Context: an optimization exercise on an open-source flow, tuned for small area. The choices shown serve that exercise and are no tape-out recipe.
Function was checked by simulation only, so behaviour that the tests miss may differ from the original.
Power figures rest on the tool's default switching activity, not on a simulated workload.

Q:
==> module aurora_lane_mapper, before the edit <==
module aurora_lane_mapper #(
   parameter int unsigned NUM_LANES    = 4,
   parameter int unsigned DATA_W       = 64,
   parameter int unsigned SEL_W        = $clog2(NUM_LANES),
   parameter int unsigned BLANK_CYCLES = 16
) (
   input  logic                        user_clk,
   input  logic                        reset,
   input  logic [NUM_LANES*SEL_W-1:0]  cfg_map,
   input  logic [NUM_LANES-1:0]        cfg_invert,
   input  logic                        cfg_valid,
   output logic                        cfg_ready,
   output logic                        cfg_err,
   output logic                        map_busy,
   output logic [NUM_LANES*SEL_W-1:0]  cur_map,
   input  logic [NUM_LANES*DATA_W-1:0] gt_rx_data,
   input  logic [NUM_LANES-1:0]        gt_rx_valid,
   output logic [NUM_LANES*DATA_W-1:0] au_rx_data,
   output logic [NUM_LANES-1:0]        au_rx_valid,
   input  logic [NUM_LANES*DATA_W-1:0] au_tx_data,
   input  logic [NUM_LANES-1:0]        au_tx_valid,
   output logic [NUM_LANES*DATA_W-1:0] gt_tx_data,
   output logic [NUM_LANES-1:0]        gt_tx_valid
);
   localparam int unsigned CNT_W = (BLANK_CYCLES > 1) ? $clog2(BLANK_CYCLES) : 1;
   localparam logic [CNT_W-1:0] CNT_LAST = CNT_W'(BLANK_CYCLES - 1);
   aurora_lane_pkg::lane_state_e state_q, state_d;
   logic [CNT_W-1:0] cnt_q;
   logic [NUM_LANES*SEL_W-1:0] ident_map;
   logic [NUM_LANES*SEL_W-1:0] shadow_map_q;
   logic [NUM_LANES*SEL_W-1:0] active_map_q;
   logic [NUM_LANES-1:0]       shadow_inv_q;
   logic [NUM_LANES-1:0]       active_inv_q;
   logic                       cfg_err_q;
   logic      map_ok;
   logic      accept;
   logic      blank_done;
   logic [NUM_LANES*NUM_LANES-1:0] sel_q, sel_d;
   logic [NUM_LANES*NUM_LANES-1:0] sel_rx, sel_tx;
   logic [NUM_LANES*SEL_W-1:0]     map_d;
   logic [NUM_LANES-1:0]           rx_vin;
   logic [NUM_LANES*DATA_W-1:0] gt_rx_data_q, au_tx_data_q;
   logic [NUM_LANES-1:0]        gt_rx_valid_q, au_tx_valid_q;
   for (genvar g = 0; g < NUM_LANES; g++) begin : g_ident
      assign ident_map[g*SEL_W +: SEL_W] = SEL_W'(g);
   end
   assign accept     = (state_q == aurora_lane_pkg::ST_ACTIVE) && cfg_valid;
   assign blank_done = (state_q == aurora_lane_pkg::ST_BLANK) && (cnt_q == CNT_LAST);
   assign cur_map    = active_map_q;
   assign cfg_err    = cfg_err_q;
   always_comb begin
      map_ok = 1'b1;
      for (int i = 0; i < NUM_LANES; i++) begin
         if (32'(shadow_map_q[i*SEL_W +: SEL_W]) >= NUM_LANES) map_ok = 1'b0;
         for (int j = 0; j < i; j++) begin
            if (shadow_map_q[j*SEL_W +: SEL_W] == shadow_map_q[i*SEL_W +: SEL_W]) map_ok = 1'b0;
         end
      end
   end
   always_ff @(posedge user_clk or posedge reset) begin
      if (reset) state_q <= aurora_lane_pkg::ST_ACTIVE;
      else       state_q <= state_d;
   end
   always_comb begin
      state_d   = state_q;
      cfg_ready = 1'b0;
      map_busy  = 1'b0;
      case (state_q)
         aurora_lane_pkg::ST_ACTIVE: begin
            cfg_ready = 1'b1;
            if (cfg_valid) state_d = aurora_lane_pkg::ST_CHECK;
         end
         aurora_lane_pkg::ST_CHECK: begin
            map_busy = 1'b1;
            state_d  = map_ok ? aurora_lane_pkg::ST_BLANK : aurora_lane_pkg::ST_ACTIVE;
         end
         aurora_lane_pkg::ST_BLANK: begin
            map_busy = 1'b1;
            if (cnt_q == CNT_LAST) state_d = aurora_lane_pkg::ST_ACTIVE;
         end
         default: state_d = aurora_lane_pkg::ST_ACTIVE;
      endcase
   end
   always_ff @(posedge user_clk or posedge reset) begin
      if (reset) begin
         cnt_q        <= '0;
         active_map_q <= ident_map;
         active_inv_q <= '0;
         cfg_err_q    <= 1'b0;
         sel_q        <= '0;
      end else begin
         cfg_err_q <= (state_q == aurora_lane_pkg::ST_CHECK) && !map_ok;
         cnt_q     <= ((state_q == aurora_lane_pkg::ST_BLANK) && !blank_done) ? cnt_q + 1'b1 : '0;
         sel_q     <= sel_d;
         if (blank_done) begin
            active_map_q <= shadow_map_q;
            active_inv_q <= shadow_inv_q;
         end
      end
   end
   assign map_d = blank_done ? shadow_map_q : active_map_q;
   always_comb begin
      rx_vin = '0;
      for (int unsigned i = 0; i < NUM_LANES; i++) begin
         for (int unsigned j = 0; j < NUM_LANES; j++) begin
            sel_d[i*NUM_LANES+j] = (state_q != aurora_lane_pkg::ST_BLANK) &&
                                   (map_d[i*SEL_W +: SEL_W] == SEL_W'(j));
            sel_rx[i*NUM_LANES+j] = sel_q[i*NUM_LANES+j];
            sel_tx[j*NUM_LANES+i] = sel_q[i*NUM_LANES+j];
            rx_vin[j] = rx_vin[j] | ((active_map_q[i*SEL_W +: SEL_W] == SEL_W'(j)) & active_inv_q[i]);
         end
      end
   end
   always_ff @(posedge user_clk) begin
      if (accept) begin
         shadow_map_q <= cfg_map;
         shadow_inv_q <= cfg_invert;
      end
   end
   localparam logic [NUM_LANES*DATA_W-1:0] STORE_INV = {{(NUM_LANES-2)*DATA_W{1'b0}}, {2*DATA_W{1'b1}}};
   logic [NUM_LANES*DATA_W-1:0] rx_flip, tx_flip;
   for (genvar g = 0; g < NUM_LANES; g++) begin : g_flip
      assign rx_flip[g*DATA_W +: DATA_W] = {DATA_W{rx_vin[g]}};
      assign tx_flip[g*DATA_W +: DATA_W] = {DATA_W{active_inv_q[g]}};
   end
   always_ff @(posedge user_clk) begin
      gt_rx_data_q  <= gt_rx_data ^ rx_flip ^ STORE_INV;
      gt_rx_valid_q <= gt_rx_valid;
      au_tx_data_q  <= au_tx_data ^ tx_flip ^ STORE_INV;
      au_tx_valid_q <= au_tx_valid;
   end
   aurora_lane_xbar #(
      .NUM_LANES (NUM_LANES),
      .DATA_W    (DATA_W)
   ) u_rx_xbar (
      .sel       (sel_rx),
      .sel_n     (~sel_rx),
      .in_data   (gt_rx_data_q),
      .in_valid  (gt_rx_valid_q),
      .out_data  (au_rx_data),
      .out_valid (au_rx_valid)
   );
   aurora_lane_xbar #(
      .NUM_LANES (NUM_LANES),
      .DATA_W    (DATA_W)
   ) u_tx_xbar (
      .sel       (sel_tx),
      .sel_n     (~sel_tx),
      .in_data   (au_tx_data_q),
      .in_valid  (au_tx_valid_q),
      .out_data  (gt_tx_data),
      .out_valid (gt_tx_valid)
   );
endmodule
==> flow/config.mk <==
export PLATFORM = sky130hd
export DESIGN_NAME = aurora_lane_mapper
export DESIGN_NICKNAME = aurora_lane_mapper
export VERILOG_FILES = /design/flow/design.v
export SDC_FILE = /design/flow/constraint.sdc
export NUM_CORES = 4
export LEC_CHECK = 0
export CAP_MARGIN = 5
export CORE_AREA = 5 5 215 215
export DIE_AREA = 0 0 220 220
export SETUP_SLACK_MARGIN = 0.1
export SLEW_MARGIN = 5
export SYNTH_HIERARCHICAL = 1
==> flow/constraint.sdc <==
create_clock -name core_clock -period 4.0 [get_ports {user_clk}]
set_input_delay 0.8000 -clock core_clock [delete_from_list [all_inputs] [get_ports {user_clk}]]
set_output_delay 0.8000 -clock core_clock [all_outputs]
set_load 0.01 [all_outputs]
standard.sh (not shown) runs the stock make flow with config.mk's settings and CLKGATE_MAP_FILE= SYNTH_SCRIPT=/design/flow/synth_recipe.tcl, a recipe that flattens the netlist after the stock synthesis.
==> flow/flow/run.sh <==
#!/bin/bash
# Standard ORFS flow (standard.sh) with these changes:
#  - plain buf_1 cells as the port buffers, kept (dont_touch) from placement to the end;
#  - the synthesized combinational cells swapped to their smallest size after floorplan;
#  - pins placed one track apart, so the die can be smaller;
#  - clock tree from clkbuf_8 in clusters of up to 16 sinks, without dummy loads.
HERE=$(cd "$(dirname "$0")" && pwd)
export BUFFER_PORTS_ARGS="-buffer_cell sky130_fd_sc_hd__buf_1"
export POST_FLOORPLAN_TCL="$HERE/downsize.tcl"
export POST_GLOBAL_PLACE_TCL="$HERE/keep_port_buffers.tcl"
export PRE_FINAL_REPORT_TCL="$HERE/release_port_buffers.tcl"
export PLACE_PINS_ARGS="-min_distance 1 -min_distance_in_tracks"
export CTS_ARGS="-sink_clustering_enable -repair_clock_nets -dont_use_dummy_load -sink_clustering_size 16 -sink_clustering_max_diameter 60 -buf_list {sky130_fd_sc_hd__clkbuf_8}"
bash standard.sh > standard.log 2>&1
==> flow/flow/downsize.tcl <==
# Swap each combinational cell for the smallest-area cell of the same function
# (same base name, same pins), e.g. a221oi_2 -> a221oi_1. Timing repair later
# upsizes cells again where a path needs it. Registers are left as they are.
set db [ord::get_db]
set block [ord::get_db_block]
set dont_use [expr {[info exists ::env(DONT_USE_CELLS)] ? $::env(DONT_USE_CELLS) : ""}]
proc pin_sig {m} {
  set names {}
  foreach t [$m getMTerms] { lappend names [$t getName] }
  return [lsort $names]
}
array set best {}
foreach lib [$db getLibs] {
  foreach m [$lib getMasters] {
    set n [$m getName]
    if {[lsearch -exact $dont_use $n] >= 0} { continue }
    if {![regexp {^(sky130_fd_sc_hd__[a-z0-9]+)_[0-9]+$} $n -> base]} { continue }
    set area [expr {[$m getWidth] * [$m getHeight]}]
    set key "$base|[pin_sig $m]"
    if {![info exists best($key)] || $area < [lindex $best($key) 1]} {
      set best($key) [list $m $area]
    }
  }
}
set swapped 0
foreach inst [$block getInsts] {
  set m [$inst getMaster]
  set n [$m getName]
  if {![regexp {^(sky130_fd_sc_hd__[a-z0-9]+)_[0-9]+$} $n -> base]} { continue }
  if {[regexp {^sky130_fd_sc_hd__(s?df|s?edf|dl|clk|conb|tap|fill|decap|diode)} $n]} { continue }
  set key "$base|[pin_sig $m]"
  if {![info exists best($key)]} { continue }
  lassign $best($key) bm barea
  if {$barea < [$m getWidth] * [$m getHeight]} {
    $inst swapMaster $bm
    incr swapped
  }
}
puts "downsize.tcl: swapped $swapped instances to smaller cells"
==> flow/flow/keep_port_buffers.tcl <==
# Keep the port buffers that buffer_ports inserted: timing repair may not
# remove or resize them, so every input and output port keeps its own buffer.
# Connect their supply pins first; release_port_buffers.tcl clears the flag
# again before the final report.
global_connect
set n 0
foreach inst [[ord::get_db_block] getInsts] {
  if {[regexp {^(input|output)[0-9]+$} [$inst getName]]} {
    $inst setDoNotTouch 1
    incr n
  }
}
puts "keep_port_buffers.tcl: marked $n port buffers dont_touch"
==> flow/flow/release_port_buffers.tcl <==
# Clear the dont_touch flag set by keep_port_buffers.tcl before the final
# global_connect and the final netlist and DEF are written.
set n 0
foreach inst [[ord::get_db_block] getInsts] {
  if {[$inst isDoNotTouch]} {
    $inst setDoNotTouch 0
    incr n
  }
}
puts "release_port_buffers.tcl: cleared dont_touch on $n instances"
Q | status: complete | timing, DRC, antenna: pass
## Diff of input files: T against Q
diff --git a/flow/design.v b/flow/design.v
--- a/flow/design.v
+++ b/flow/design.v
@@ -112,10 +112,9 @@
    logic [NUM_LANES-1:0]       active_inv_q;
    logic                       cfg_err_q;
+   logic                       en_q;
    logic      map_ok;
    logic      accept;
    logic      blank_done;
-   logic [NUM_LANES*NUM_LANES-1:0] sel_q, sel_d;
    logic [NUM_LANES*NUM_LANES-1:0] sel_rx, sel_tx;
-   logic [NUM_LANES*SEL_W-1:0]     map_d;
    logic [NUM_LANES-1:0]           rx_vin;
    logic [NUM_LANES*DATA_W-1:0] gt_rx_data_q, au_tx_data_q;
@@ -167,9 +166,9 @@
          active_inv_q <= '0;
          cfg_err_q    <= 1'b0;
-         sel_q        <= '0;
+         en_q         <= 1'b0;
       end else begin
          cfg_err_q <= (state_q == aurora_lane_pkg::ST_CHECK) && !map_ok;
          cnt_q     <= ((state_q == aurora_lane_pkg::ST_BLANK) && !blank_done) ? cnt_q + 1'b1 : '0;
-         sel_q     <= sel_d;
+         en_q      <= (state_q != aurora_lane_pkg::ST_BLANK);
          if (blank_done) begin
             active_map_q <= shadow_map_q;
@@ -178,13 +177,10 @@
       end
    end
-   assign map_d = blank_done ? shadow_map_q : active_map_q;
    always_comb begin
       rx_vin = '0;
       for (int unsigned i = 0; i < NUM_LANES; i++) begin
          for (int unsigned j = 0; j < NUM_LANES; j++) begin
-            sel_d[i*NUM_LANES+j] = (state_q != aurora_lane_pkg::ST_BLANK) &&
-                                   (map_d[i*SEL_W +: SEL_W] == SEL_W'(j));
-            sel_rx[i*NUM_LANES+j] = sel_q[i*NUM_LANES+j];
-            sel_tx[j*NUM_LANES+i] = sel_q[i*NUM_LANES+j];
+            sel_rx[i*NUM_LANES+j] = en_q && (active_map_q[i*SEL_W +: SEL_W] == SEL_W'(j));
+            sel_tx[j*NUM_LANES+i] = sel_rx[i*NUM_LANES+j];
             rx_vin[j] = rx_vin[j] | ((active_map_q[i*SEL_W +: SEL_W] == SEL_W'(j)) & active_inv_q[i]);
          end
Findings:
Tool error GRT-0116 stopped T during global routing (5_1_grt); no final results.
T — per-instance average area after synthesis about 2.4% lower, Q as reference
Cell total after placement delta (Q -> T): insignificant
T vs Q, number of sinks on the clock net went down by 15.
From Q to T, total of buffers placed on input and output ports did not move at all.
Taking Q as the reference, in T cell area after placement fell 280 µm²; die height about even; post-synthesis instance area fell 730 µm².
Comparing Q against T, there is no change at all in buffers inserted during post-CTS setup optimization.
Diff Q -> T: half-perimeter wire length after placement saw a decrease, worst-case setup slack after placement decreased by 0.35 ns relative to the old numbers, gate count after technology mapping went down.


## blue
aurora_lane_mapper again, from the RTL that the note above started with.
==> flow/config.mk <==
export PLATFORM = sky130hd
export DESIGN_NAME = aurora_lane_mapper
export DESIGN_NICKNAME = aurora_lane_mapper
export VERILOG_FILES = /design/flow/design.v
export SDC_FILE = /design/flow/constraint.sdc
export NUM_CORES = 4
export LEC_CHECK = 0
export CAP_MARGIN = 5
export CORE_AREA = 5 5 230 230
export DIE_AREA = 0 0 235 235
export SETUP_SLACK_MARGIN = 0.1
export SLEW_MARGIN = 5
export SYNTH_HIERARCHICAL = 1
==> flow/constraint.sdc <==
create_clock -name core_clock -period 4.0 [get_ports {user_clk}]
set_input_delay 0.8000 -clock core_clock [delete_from_list [all_inputs] [get_ports {user_clk}]]
set_output_delay 0.8000 -clock core_clock [all_outputs]
set_load 0.01 [all_outputs]
Scripts as last shown in full above: flow/flow/run.sh, flow/flow/downsize.tcl, flow/flow/keep_port_buffers.tcl, flow/flow/release_port_buffers.tcl
#### Input delta (green over blue)
-- flow/design.v --
<<< blue, line 112
   logic [NUM_LANES-1:0]       active_inv_q;
   logic                       cfg_err_q;
   logic      map_ok;
   logic      accept;
   logic      blank_done;
   logic [NUM_LANES*NUM_LANES-1:0] sel_q, sel_d;
   logic [NUM_LANES*NUM_LANES-1:0] sel_rx, sel_tx;
   logic [NUM_LANES*SEL_W-1:0]     map_d;
   logic [NUM_LANES-1:0]           rx_vin;
   logic [NUM_LANES*DATA_W-1:0] gt_rx_data_q, au_tx_data_q;
>>> green, line 112
   logic [NUM_LANES-1:0]       active_inv_q;
   logic                       cfg_err_q;
   logic                       en_q;
   logic      map_ok;
   logic      accept;
   logic      blank_done;
   logic [NUM_LANES*NUM_LANES-1:0] sel_rx, sel_tx;
   logic [NUM_LANES-1:0]           rx_vin;
   logic [NUM_LANES*DATA_W-1:0] gt_rx_data_q, au_tx_data_q;
<<< blue, line 167
         active_inv_q <= '0;
         cfg_err_q    <= 1'b0;
         sel_q        <= '0;
      end else begin
         cfg_err_q <= (state_q == aurora_lane_pkg::ST_CHECK) && !map_ok;
         cnt_q     <= ((state_q == aurora_lane_pkg::ST_BLANK) && !blank_done) ? cnt_q + 1'b1 : '0;
         sel_q     <= sel_d;
         if (blank_done) begin
            active_map_q <= shadow_map_q;
>>> green, line 166
         active_inv_q <= '0;
         cfg_err_q    <= 1'b0;
         en_q         <= 1'b0;
      end else begin
         cfg_err_q <= (state_q == aurora_lane_pkg::ST_CHECK) && !map_ok;
         cnt_q     <= ((state_q == aurora_lane_pkg::ST_BLANK) && !blank_done) ? cnt_q + 1'b1 : '0;
         en_q      <= (state_q != aurora_lane_pkg::ST_BLANK);
         if (blank_done) begin
            active_map_q <= shadow_map_q;
<<< blue, line 178
      end
   end
   assign map_d = blank_done ? shadow_map_q : active_map_q;
   always_comb begin
      rx_vin = '0;
      for (int unsigned i = 0; i < NUM_LANES; i++) begin
         for (int unsigned j = 0; j < NUM_LANES; j++) begin
            sel_d[i*NUM_LANES+j] = (state_q != aurora_lane_pkg::ST_BLANK) &&
                                   (map_d[i*SEL_W +: SEL_W] == SEL_W'(j));
            sel_rx[i*NUM_LANES+j] = sel_q[i*NUM_LANES+j];
            sel_tx[j*NUM_LANES+i] = sel_q[i*NUM_LANES+j];
            rx_vin[j] = rx_vin[j] | ((active_map_q[i*SEL_W +: SEL_W] == SEL_W'(j)) & active_inv_q[i]);
         end
>>> green, line 177
      end
   end
   always_comb begin
      rx_vin = '0;
      for (int unsigned i = 0; i < NUM_LANES; i++) begin
         for (int unsigned j = 0; j < NUM_LANES; j++) begin
            sel_rx[i*NUM_LANES+j] = en_q && (active_map_q[i*SEL_W +: SEL_W] == SEL_W'(j));
            sel_tx[j*NUM_LANES+i] = sel_rx[i*NUM_LANES+j];
            rx_vin[j] = rx_vin[j] | ((active_map_q[i*SEL_W +: SEL_W] == SEL_W'(j)) & active_inv_q[i]);
         end
Notes after the runs:
In terms of total length of routed met2 wires, blue and green differ only marginally. Compared with blue, in green number of cells produced by synthesis moved down; overall routing resource usage increased 2.2 points. The run showing the smaller via count is blue. Taking blue as the reference, in green total number of sequential cells decreased 15, number of violations reported at the end of detailed-routing iteration 0 picked up an extra 252, proportion of power drawn by flip-flops and latches now smaller, routed length on met3 saw an increase, antenna diode count shows an increase of 5. Compared with blue, in green part of the cycle the worst path needs rose 6.7 points, initial core utilization decreased 1.4 points, length in cells of the worst reg-to-reg path saw an increase. Count of buffers not belonging to the clock network in the layout ended up 9 higher on green than on blue.

port drivers added, routing unchanged:
Ports are ideal in the flow. The routed layouts listed here were re-timed in OpenROAD.
Step 1 (the two cells are an assumption about what drives the block):
set clk [get_ports {user_clk}]
set_driving_cell -lib_cell sky130_fd_sc_hd__clkbuf_16 $clk
set_driving_cell -lib_cell sky130_fd_sc_hd__buf_2 [delete_from_list [all_inputs] $clk]
Step 2 moves the port delays by t, midway between the first and last clock arrival at a register: inputs arrive t later, outputs are due t later. That takes back most of the time a late clock gives input paths.
a / b / c = no drivers / after step 1 / after step 2; a / b = the first two.
run | shift t [ns] | slack for setup (ns) | worst setup path at the end
Q | 0.720 | 0.345 / 0.289 / 1.009 | register to output
blue | 0.726 | 0.340 / 0.282 / 1.008 | register to output
green | 0.715 | 0.073 / 0.012 / 0.726 | register to output
After both steps every run listed still meets setup and hold.
